From an optimization exercise on the open Yosys and OpenROAD flow, aimed at small area; shortcuts taken in it are not production practice.
Function was checked by simulation only, so behaviour that the tests miss may differ from the original.
Power figures rest on the tool's default switching activity, not on a simulated workload.

Setup of red:
Design register_file, start of the top module:
module register_file #(
  parameter int DATA_WIDTH   = 32,
  parameter int ADDR_WIDTH   = 5,
  parameter int WRITE_BYPASS = 0
) (
  input  logic                  clk,
  input  logic                  reset,
  input  logic                  reg_write,
  input  logic [ADDR_WIDTH-1:0] rs1_addr,
  input  logic [ADDR_WIDTH-1:0] rs2_addr,
  input  logic [ADDR_WIDTH-1:0] rd_addr,
  input  logic [DATA_WIDTH-1:0] rd_data,
  output logic [DATA_WIDTH-1:0] rs1_data,
  output logic [DATA_WIDTH-1:0] rs2_data
);
For scale: ~3,100 cells after synthesis.
Settings: LEC_CHECK=0, ABC_AREA=0, CAP_MARGIN=5, CORE_MARGIN=2, CORE_UTILIZATION=55, CTS_BUF_LIST=sky130_fd_sc_hd__clkbuf_16, CTS_CLUSTER_DIAMETER=80, CTS_CLUSTER_SIZE=30, GPL_TIMING_DRIVEN=0, PLACE_DENSITY=0.65, SLEW_MARGIN=5, SYNTH_HIERARCHICAL=1, SYNTH_MINIMUM_KEEP_SIZE=0; clock period 6.0 ns.
standard.sh (not shown) runs the stock make flow with config.mk's settings and CLKGATE_MAP_FILE= SYNTH_SCRIPT=/design/flow/synth_recipe.tcl, a recipe that flattens the netlist after the stock synthesis.
==> flow/flow/run.sh <==
#!/bin/bash
# Standard ORFS layout with these changes:
#  - port buffers are plain buffers (buffer_ports otherwise picks a slow delay cell);
#  - before repair_design, the drivers of high-fanout nets are upsized
#    (flow/presize.tcl), so repair_design needs few buffers;
#  - clock tree synthesis uses clkbuf_16 on larger sink clusters and inserts no dummy loads.
# ORFS writes each step's full log under orfs/logs/; make's output goes to standard_make.log.
set -euo pipefail
here=$(pwd)
export BUFFER_PORTS_ARGS="-buffer_cell sky130_fd_sc_hd__buf_1"
export PRE_RESIZE_TCL="$here/flow/presize.tcl"
export CTS_ARGS="-sink_clustering_enable -repair_clock_nets -dont_use_dummy_load -buf_list sky130_fd_sc_hd__clkbuf_16 -sink_clustering_size 30 -sink_clustering_max_diameter 80"
bash standard.sh finish > standard_make.log 2>&1
==> flow/flow/presize.tcl <==
# PRE_RESIZE hook: before repair_design, upsize the drivers of high-fanout
# signal nets (the register file's row and column lines) so that
# repair_design does not have to buffer them.
proc presize_fanout_drivers { min_fanout mid_fanout } {
  set n 0
  foreach net [[ord::get_db_block] getNets] {
    if {[$net getSigType] ne "SIGNAL"} continue
    set drv ""
    set sinks 0
    foreach it [$net getITerms] {
      if {[$it isOutputSignal]} { set drv [$it getInst] } else { incr sinks }
    }
    if {$drv eq "" || $sinks < $mid_fanout} continue
    set wants [expr {$sinks >= $min_fanout ? {4 2} : {2}}]
    set m [[$drv getMaster] getName]
    if {![regexp {^(sky130_fd_sc_hd__\w+)_(\d+)$} $m -> base sz]} continue
    if {[string match "*df*" $base]} continue
    foreach want $wants {
      if {$sz >= $want} break
      set cand "${base}_$want"
      if {[[ord::get_db] findMaster $cand] ne "NULL" && [lsearch $::env(DONT_USE_CELLS) $cand] < 0} {
        replace_cell [$drv getName] $cand
        incr n
        break
      }
    }
  }
  puts "presize: upsized $n drivers"
}
presize_fanout_drivers 16 6
red ended with every stage complete and zero timing, DRC or antenna violations.
## Diff of input files: blue against red
Settings: swapping 55 for 62 in CORE_UTILIZATION; swapping 0.65 for 0.72 in PLACE_DENSITY.
==> run summary <==
Compared with red, in blue tap cell instance count went down by 11%; cell depth of the worst setup path was more or less identical; antenna diode count went up by 4.
Delta (blue minus red): via total after detailed routing was more or less identical, core box area went down by about 12%.
The capturing element of the worst setup path comes out rs1_data[6] in one run and rs2_data[6] in the other, namely in blue and red respectively.
red and blue ended up with nearly the same proportion of power drawn by combinational gates.
Comparing global-route usage for red and blue, the bigger number came from blue.
Worst hold slack for blue is higher than for red.
[diff] die area, blue relative to red: improvement
Taking red as the reference, in blue sequential share of layout area held, final cycle utilization of the critical path down 1.5 points.
Changes in green relative to blue:
Settings: changing CORE_UTILIZATION from 62 to 48; changing PLACE_DENSITY from 0.72 to 0.6.
### Flow results
blue -> green: post-synthesis cell count delta 0, exact match
green gives more final period utilization than blue did.
Between blue and green, timing-limited maximum frequency is higher for blue, green comes in under that.
Re cell area reported after detailed placement: blue was lower than green.
Status: via count parity (blue, green)
When green is measured against blue, its clock network fraction of design power turns out 0.5 points higher.
green vs blue on layout-stage area growth over the synthesis result: green is the higher one.
[compare] base=blue new=green: final design area excluding fillers climbed 0.77%; shortest clock period the worst path allows after layout climbed 19 ps; global-route usage dropped 8.4 points.
green was carried through to the last stage, and its layout satisfied the timing, DRC and antenna checks.

## afterwards: timing with drivers on the ports
In the flow no input, the clock included, has a driving cell. The finished layouts below were timed again as built, in two steps. Step 1: set_driving_cell puts a clkbuf_16 on clk and a buf_2 on each other input, an assumption about the parent block. Step 2 also shifts input and output timing later by t, the mid clock arrival at the registers, as if the neighbouring blocks saw the same clock. Slacks: ideal / step 1 / step 2; pairs: ideal / step 1.
run | t, ns | slack for setup (ns) | pins driven straight from the clock port
red | 0.720 | 0.848 / 0.827 / 0.827 | 1
blue | 0.718 | 0.936 / 0.913 / 0.913 | 1
green | 0.707 | 0.917 / 0.895 / 0.895 | 1
After both steps setup and hold are still met in every run listed. The setup slack of blue, which loses most, moves by -0.023 ns with the drivers and by -0.023 ns with both steps.
